Background: an optimization exercise with open tools, aiming at small area and a short achievable clock period. Do not read the settings as production practice. At most, simulation tests tie the RTL to the original design; equivalence was not proved. Power is estimated from default activity; no workload was simulated.

Design imem_fetch_unit, start of the top module:
module imem_fetch_unit #(
  parameter int          DEPTH    = 64,
  parameter int          IDX_W    = 6,
  parameter logic [31:0] NOP_WORD = 32'h0000_0000
) (
  input  logic             clk,
  input  logic             rst_n,
  input  logic             load_start,
  input  logic             load_valid,
  input  logic [31:0]      load_data,
  input  logic             load_last,
  output logic             load_ready,
  input  logic [31:0]      pc_in,
  output logic [31:0]      instr,
  output logic             instr_valid,
  output logic             fetch_err,
  output logic             fetch_stall,
  output logic [IDX_W:0]   load_count
);
  logic st_load;
  logic st_run;
  logic stall;
  logic [DEPTH-1:0][31:0] mem;
  logic             accept;
  logic             fetch;
  logic             pc_ok;
  logic [DEPTH-1:0] dec;
  logic             hit;
  assign load_ready  = st_load && !load_start;
  assign accept      = load_valid && load_ready;
  assign st_run      = !stall;
  assign fetch_stall = stall;
  assign fetch       = st_run && !load_start;
  assign pc_ok = (pc_in[1:0] == 2'b00) && (pc_in[31:IDX_W+2] == '0);
  logic [2:0][3:0]  pdec;
  logic [DEPTH-1:0] dec_n;
  for (genvar g = 0; g < 3; g++) begin : g_pdec
    imem_pdec2 u_pdec (.a(pc_in[2*g+3:2*g+2]), .y(pdec[g]));
  end
  for (genvar i = 0; i < DEPTH; i++) begin : g_dec
    imem_nand3 u_nand (.a(pdec[0][i%4]), .b(pdec[1][(i/4)%4]), .c(pdec[2][i/16]), .y(dec_n[i]));
    imem_inv   u_inv  (.a(dec_n[i]), .y(dec[i]));
  end
  assign hit = pc_ok && ({1'b0, pc_in[IDX_W+1:2]} < load_count);
  localparam int N3 = DEPTH / 3;
  logic        miss_n;
  logic [31:0] instr_nx;
  assign miss_n = !(fetch && hit);
  for (genvar b = 0; b < 32; b++) begin : g_bit
    logic [N3:0] l1;
    logic [5:0]  l2;
    logic [2:0]  l3;
    for (genvar k = 0; k < N3; k++) begin : g_l1
  ...
clock: 4.0 ns
lec_check: 0
cap_margin: 20
core_margin: 2
core_utilization: 60
cts_buf_list: sky130_fd_sc_hd__clkbuf_8
cts_cluster_diameter: 50
cts_cluster_size: 16
setup_slack_margin: 1.7
slew_margin: 20
synth_hierarchical: 1
standard.sh (not shown) runs the stock make flow with config.mk's settings and CLKGATE_MAP_FILE= SYNTH_SCRIPT=/design/flow/synth_recipe.tcl, a recipe that flattens the netlist after the stock synthesis.
==> flow/flow/run.sh <==
#!/bin/bash
set -euo pipefail
export BUFFER_PORTS_ARGS="-buffer_cell sky130_fd_sc_hd__buf_2"
bash standard.sh > standard.log 2>&1
==> next run, changes <==
- SETUP_SLACK_MARGIN: 1.7 -> 1.5
After rerunning: Hold slack gets worse by 0.069 ns. Via count decreases by about 2%. Synthesized area is unchanged. Non-clock buffer count goes down by 143. Worst setup slack is worse by 0.051 ns. Final cell count falls by 2.5%. Design area falls by about 3%. Die area is unchanged.
==> next run, changes <==
- CORE_UTILIZATION: 60 -> 70
=>
- The changed run finished with timing, DRC and antenna clean
- core utilization rises by 11 points
- final area falls by 0.32%
- via count rises by 1.2%
- critical path depth rose by 1
- area after synthesis is unchanged
- synthesized cell count stays the same
- non-clock buffer count goes up by 46
- total power falls by 1.3%
- maximum frequency decreases by 0.59%
- wire length drops by 5.1%
==> next run, changes <==
- CORE_UTILIZATION: 70 -> 60
- PLACE_DENSITY: default -> 0.8
What happened: Sequential share of layout area stays flat; synthesized cell count is unchanged; non-clock buffer count is lower by 36; global-route usage came out lower by 6.1 points; register-to-register slack degrades by 0.17 ns; clock power is lower by about 5%; wire length falls by 0.42%; maximum frequency goes down by 3.0%; die area grows by 16%; total power goes down by 1.4%; clock-buffer cell count is lower by 2.


Another version of the RTL of imem_fetch_unit (not shown whole).
Size in the first run: about 4,000 cells after synthesis, ~2,100 flip-flops, roughly 110 I/O pins, ~76,000 sq um of cells after synthesis.
// imem_fetch_unit
module imem_fetch_unit #(
  parameter int          DEPTH    = 64,
  parameter int          IDX_W    = 6,
  parameter logic [31:0] NOP_WORD = 32'h0000_0000
) (
  input  logic             clk,
  input  logic             rst_n,
  input  logic             load_start,
  input  logic             load_valid,
  input  logic [31:0]      load_data,
  input  logic             load_last,
  output logic             load_ready,
  input  logic [31:0]      pc_in,
  output logic [31:0]      instr,
  output logic             instr_valid,
  output logic             fetch_err,
  output logic             fetch_stall,
  output logic [IDX_W:0]   load_count
);
  logic st_load;
  logic st_run;
  logic stall;
  logic [DEPTH-1:0][31:0] mem;
  logic             accept;
  logic             fetch;
  logic             pc_ok;
  logic [DEPTH-1:0] loaded;
  logic [DEPTH-1:0] dec;
  logic [DEPTH-1:0] sel;
  logic [31:0]      rd;
  logic             hit;
  assign load_ready  = st_load && !load_start;
  assign accept      = load_valid && load_ready;
  assign st_run      = !stall;
  assign fetch_stall = stall;
  assign fetch       = st_run && !load_start;
  assign pc_ok = (pc_in[1:0] == 2'b00) && (pc_in[31:IDX_W+2] == '0);
  always_comb begin
    for (int i = 0; i < DEPTH; i++) begin
      loaded[i] = (IDX_W+1)'(i) < load_count;
      dec[i]    = pc_in[IDX_W+1:2] == IDX_W'(i);
      sel[i]    = dec[i] && loaded[i];
    end
  end
  assign hit = pc_ok && |sel;
  always_comb begin
    rd = '0;
    for (int i = 0; i < DEPTH; i++)
      rd = rd | ({32{sel[i]}} & mem[i]);
  end
  always_ff @(posedge clk or negedge rst_n) begin
    if (!rst_n) begin
      st_load <= 1'b0;
      stall   <= 1'b1;
    end else if (load_start) begin
      st_load <= 1'b1;
      stall   <= 1'b1;
    end else if (accept && (load_last || load_count == IDX_W'(DEPTH - 1))) begin
      st_load <= 1'b0;
      stall   <= 1'b0;
    end
  end
  always_ff @(posedge clk or negedge rst_n) begin
  ...
Settings: LEC_CHECK=0, ABC_CLOCK_PERIOD_IN_PS=1500, CAP_MARGIN=20, CORE_MARGIN=2, CORE_UTILIZATION=60, SETUP_SLACK_MARGIN=1.5, SLEW_MARGIN=20; clock period 4.0 ns.
run.sh (not shown) runs the stock make flow with config.mk's settings and CLKGATE_MAP_FILE= SYNTH_SCRIPT=/design/flow/synth_recipe.tcl, a recipe that flattens the netlist after the stock synthesis.
Stock flow here: none of the scripts above is used.
The baseline completed without violations.
Next try:
ABC_CLOCK_PERIOD_IN_PS = not set   (was 1500)
Effect:
- total power does not change
- utilization is unchanged
- wire length is unchanged
- combinational power stays flat
- cell count is unchanged
- final area stays the same
- sequential power barely changes
- global-route usage is unchanged
No run of this note included a check of the RTL's function; only the layout flow was run.

-- afterwards: timing with drivers on the ports --
How much do the figures lean on ideal ports? The routed layouts below were timed once more, with nothing changed but the port constraints. Step 1 assumes that a clkbuf_16 drives the clock port and a buf_2 every other input. Step 2 adds t to the input delays and takes it off the output delays; t is the mean of the earliest and latest rising clock arrival at the registers after step 1. Input paths then give back, and output paths get back, about the clock's delay inside the block. Slacks: no drivers / after step 1 / after step 2; pairs: no drivers / after step 1.
| run | t (ns) | slack for setup (ns) | worst hold slack (ns) | worst setup path at the end | worst data-port slew with drivers (ns) |
|---|---|---|---|---|---|
| the first run of note 1 | 0.974 | 1.442 / 1.418 / 0.444 | 0.290 / 0.238 / 0.621 | input to register | 0.14 |
| the second run of note 1 | 0.994 | 1.391 / 1.382 / 0.387 | 0.221 / 0.240 / 0.602 | input to register | 0.14 |
| the third run of note 1 | 0.960 | 1.375 / 1.387 / 0.427 | 0.260 / 0.267 / 0.624 | input to register | 0.14 |
| the fourth run of note 1 | 0.944 | 1.294 / 1.277 / 0.333 | 0.301 / 0.248 / 0.579 | input to register | 0.15 |
| the first run of note 2 | 0.915 | 0.587 / 0.587 / -0.104 | 0.441 / 0.385 / 0.509 | input to register | 0.19 |
| the second run of note 2 | 0.915 | 0.587 / 0.587 / -0.104 | 0.441 / 0.385 / 0.509 | input to register | 0.19 |
Met with ideal ports but missed after step 2: setup timing in the first run of note 2 and the second run of note 2. For the second run of note 1, which loses most, drivers alone change the setup slack by -0.009 ns; drivers and shift together by -1.004 ns.
